From an optimization exercise on the open Yosys and OpenROAD flow, aimed at a short achievable clock period and few clock cycles per item; shortcuts taken in it are not production practice. In this exercise RTL edits were held to simulation tests only and were not proved equivalent to the original. Power is estimated from default activity; no workload was simulated.

==> inputs of run X <==
==> flow/design.v (excerpt) <==
module rip_relative_displacement_relocator_unit #(
    parameter int POSITION_BITS = 26
) (
    input  logic               i_clk,
    input  logic               i_rst_n,
    input  logic               i_in_valid,
    output logic               i_in_ready,
    input  logic [7:0]         i_in_byte,
    input  logic               i_in_last,
    output logic               o_out_valid,
    input  logic               o_out_ready,
    output logic [7:0]         o_out_byte,
    output logic               o_out_last,
    input  logic               i_cfg_valid,
    output logic               i_cfg_ready,
    input  logic [7:0]         i_cfg_index,
    input  logic [31:0]        i_cfg_value
);
    localparam int LD = rrdr_pkg::LINE_DEPTH;
    localparam int OD = rrdr_pkg::OUT_DEPTH;
    logic r_run;           
    always_ff @(posedge i_clk) begin
        r_run <= i_rst_n;
    end
    logic [7:0]  r_opc_first;
    logic [7:0]  r_opc_second;
    logic [7:0]  r_opc_third;
    logic        r_two_byte;
    logic [31:0] r_load_base;
    logic [31:0] r_win_start;
    logic [26:0] r_win_len;
    logic [31:0] r_dest_start;
    logic [31:0] r_off_base;
    logic [31:0] disp_base;
    logic        r_cfg_valid;
    logic [7:0]  r_cfg_index;
    logic [31:0] r_cfg_value;
    assign i_cfg_ready = 1'b1;
    always_ff @(posedge i_clk) begin
        r_cfg_valid <= i_cfg_valid;
        r_cfg_index <= i_cfg_index;
        r_cfg_value <= i_cfg_value;
    end
    always_ff @(posedge i_clk) begin
        if (!i_rst_n) begin
            r_opc_first  <= rrdr_pkg::RST_OPCODE_FIRST;
            r_opc_second <= rrdr_pkg::RST_OPCODE_SECOND;
            r_opc_third  <= rrdr_pkg::RST_OPCODE_THIRD;
            r_two_byte   <= rrdr_pkg::RST_TWO_BYTE_MODE;
            r_load_base  <= rrdr_pkg::RST_LOAD_BASE;
            r_win_start  <= rrdr_pkg::RST_WINDOW_START;
            r_win_len    <= rrdr_pkg::RST_WINDOW_LENGTH;
            r_dest_start <= rrdr_pkg::RST_DEST_START;
        end else if (r_cfg_valid) begin
            case (r_cfg_index)
                rrdr_pkg::REG_OPCODE_FIRST:  r_opc_first  <= r_cfg_value[7:0];
  ...
==> flow/config.mk <==
export PLATFORM = sky130hd
export DESIGN_NAME = rip_relative_displacement_relocator_unit
export DESIGN_NICKNAME = rip_relative_displacement_relocator_unit
export VERILOG_FILES = /design/flow/design.v
export SDC_FILE = /design/flow/constraint.sdc
export NUM_CORES = 4
export LEC_CHECK = 0
export ABC_CLOCK_PERIOD_IN_PS = 2000
export CAP_MARGIN = 20
export CORE_MARGIN = 2
export CORE_UTILIZATION = 40
export SETUP_SLACK_MARGIN = 4.0
export SLEW_MARGIN = 20
==> flow/constraint.sdc <==
create_clock -name core_clock -period 6.3 [get_ports {i_clk}]
set_input_delay 1.2600 -clock core_clock [delete_from_list [all_inputs] [get_ports {i_clk}]]
set_output_delay 1.2600 -clock core_clock [all_outputs]
set_load 0.01 [all_outputs]
run.sh (not shown) runs the stock make flow with config.mk's settings and CLKGATE_MAP_FILE= SYNTH_SCRIPT=/design/flow/synth_recipe.tcl, a recipe that flattens the netlist after the stock synthesis.
==> run F: changes against run X <==
--- a/flow/design.v
+++ b/flow/design.v
@@ -436,36 +436,41 @@
             if (r_dt[1][1]) fix_byte = r_patch[15:8];
             if (r_dt[1][2]) fix_byte = r_patch[23:16];
             if (r_dt[1][3]) fix_byte = r_patch[31:24];
         end
     end
-    logic [7:0] r_fb [OD];
-    logic       r_fl [OD];
+    logic [8:0] r_fe [OD];           
     logic [3:0] r_wp, r_rp;
-    logic       fifo_ne;
+    logic       wen;
+    logic [8:0] wdata;
     logic       pop;
-    logic [7:0] head_byte;
-    logic       head_last;
+    logic [3:0] wp_next, rp_inc;
+    logic [8:0] head_keep, head_take;
+    logic       ne_keep, ne_take;
     logic       r_out_valid;
-    logic [7:0] r_out_byte;
-    logic       r_out_last;
-    assign fifo_ne   = (r_wp != r_rp);
-    assign head_byte = r_fb[r_rp[2:0]];
-    assign head_last = r_fl[r_rp[2:0]];
-    assign pop       = fifo_ne & (o_out_ready | ~r_out_valid);
+    logic [8:0] r_out;
+    assign wen       = r_dv[1];
+    assign wdata     = {r_dl[1], fix_byte};
+    assign pop       = r_out_valid & o_out_ready;
+    assign wp_next   = r_wp + {3'd0, wen};
+    assign rp_inc    = r_rp + 4'd1;
+    assign head_keep = (wen && r_wp[2:0] == r_rp[2:0])  ? wdata : r_fe[r_rp[2:0]];
+    assign head_take = !r_out_valid ? head_keep :
+                       (wen && r_wp[2:0] == rp_inc[2:0]) ? wdata : r_fe[rp_inc[2:0]];
+    assign ne_keep   = (wp_next != r_rp);
+    assign ne_take   = r_out_valid ? (wp_next != rp_inc) : ne_keep;
     always_ff @(posedge i_clk) begin
-        if (r_dv[1]) begin
-            r_fb[r_wp[2:0]] <= fix_byte;
-            r_fl[r_wp[2:0]] <= r_dl[1];
+        if (wen) begin
+            r_fe[r_wp[2:0]] <= wdata;
         end
         if (!r_run) begin
-            r_wp <= '0;
-            r_rp <= '0;
+            r_wp  <= '0;
+            r_rp  <= '0;
             r_pop <= 1'b0;
         end else begin
-            r_wp <= r_wp + {3'd0, r_dv[1]};
-            r_rp <= r_rp + {3'd0, pop};
+            r_wp  <= wp_next;
+            r_rp  <= (o_out_ready && r_out_valid) ? rp_inc : r_rp;
             r_pop <= pop;
         end
     end
     always_ff @(posedge i_clk) begin
         if (!r_run) begin
@@ -475,19 +480,14 @@
         end
     end
     always_ff @(posedge i_clk) begin
         if (!i_rst_n || !r_run) begin
             r_out_valid <= 1'b0;
-        end else if (o_out_ready) begin
-            r_out_valid <= fifo_ne;
         end else begin
-            r_out_valid <= r_out_valid | fifo_ne;
-        end
-        if (o_out_ready || !r_out_valid) begin
-            r_out_byte <= head_byte;
-            r_out_last <= head_last;
+            r_out_valid <= o_out_ready ? ne_take : ne_keep;
         end
+        r_out <= o_out_ready ? head_take : head_keep;
     end
     assign o_out_valid = r_out_valid;
-    assign o_out_byte  = r_out_byte;
-    assign o_out_last  = r_out_last;
+    assign o_out_byte  = r_out[7:0];
+    assign o_out_last  = r_out[8];
 endmodule
- CORE_UTILIZATION: 40 -> 75
- CTS_CLUSTER_DIAMETER: not set -> 500
- CTS_CLUSTER_SIZE: not set -> 20
- SETUP_SLACK_MARGIN: 4.0 -> 4.2
==> notes.md <==
| metric | run F | run X |
|---|---|---|
| Final wirelength | 72300 um | 64800 um |
| Number of flip-flops and latches in the synthesized netlist | 677 | 674 |
| Pint | 0.00723 W | 0.00867 W |
| Sequential fraction of the synthesis area | 0.492 | 0.502 |
| Cell Count, Final, Fillers Out | 3483 | 3883 |
| Cts repair resizes | 156 | 51 |
| Terminus of the critical flop-to-flop path | r_kt_g[0] | u_off_base.r_g[1] |
| Sequential cell area share | 0.443 | 0.442 |
| Arrival @ worst endpoint | 1.06 ns | 1.10 ns |
| First-pass GRT wire length | 110000 um | 106000 um |
| Seq cells | 677 | 674 |
| Status | no timing/DRC/antenna violations | no timing/DRC/antenna violations |
| Time the worst path needs with I/O delays and setup | 2.32 ns | 2.36 ns |
| Post-synthesis mux area share | 0.0831 | 0.0666 |
| Worst hold path startpoint | u_disp_base.r_s[0][1] | u_off_base.r_s[0][4] |
| Drt via density | 6.11 | 5.04 |
| Gate count of the mapped netlist | 2847 | 2801 |
| Share of the clock period used by the worst path | 0.368 | 0.375 |
| Post-detailed-route wirelength per cell | 20.8 um | 16.7 um |
| Fraction of the core area covered by cells at the end of the flow | 0.851 | 0.459 |
Testbench counts of run X, summed over its fixed seeds: cycles 34,985, bytes 34,913.
Testbench counts of run F, summed over its fixed seeds: cycles 34,977, bytes 34,913.

-- what the ideal ports hide --
Ports are ideal in the flow. The routed layouts listed here were re-timed in OpenROAD.
Step 1: set_driving_cell puts a clkbuf_16 on i_clk and a buf_2 on each other input, an assumption about the parent block.
Step 2 times the ports against the registers' clock, not the clock port: input delays grow and output delays shrink by t, the midpoint of the rising clock arrivals with the driver on.
Slacks: ideal / step 1 / step 2; pairs: ideal / step 1.
| run | t, ns | slack for setup (ns) | pins driven straight from the clock port |
|---|---|---|---|
| run X | 0.669 | 3.936 / 3.866 / 3.562 | 1 |
| run F | 0.639 | 3.979 / 3.921 / 3.664 | 1 |
After both steps every run listed still meets setup and hold. The setup slack of run X, which loses most, moves by -0.070 ns with the drivers and by -0.374 ns with both steps.
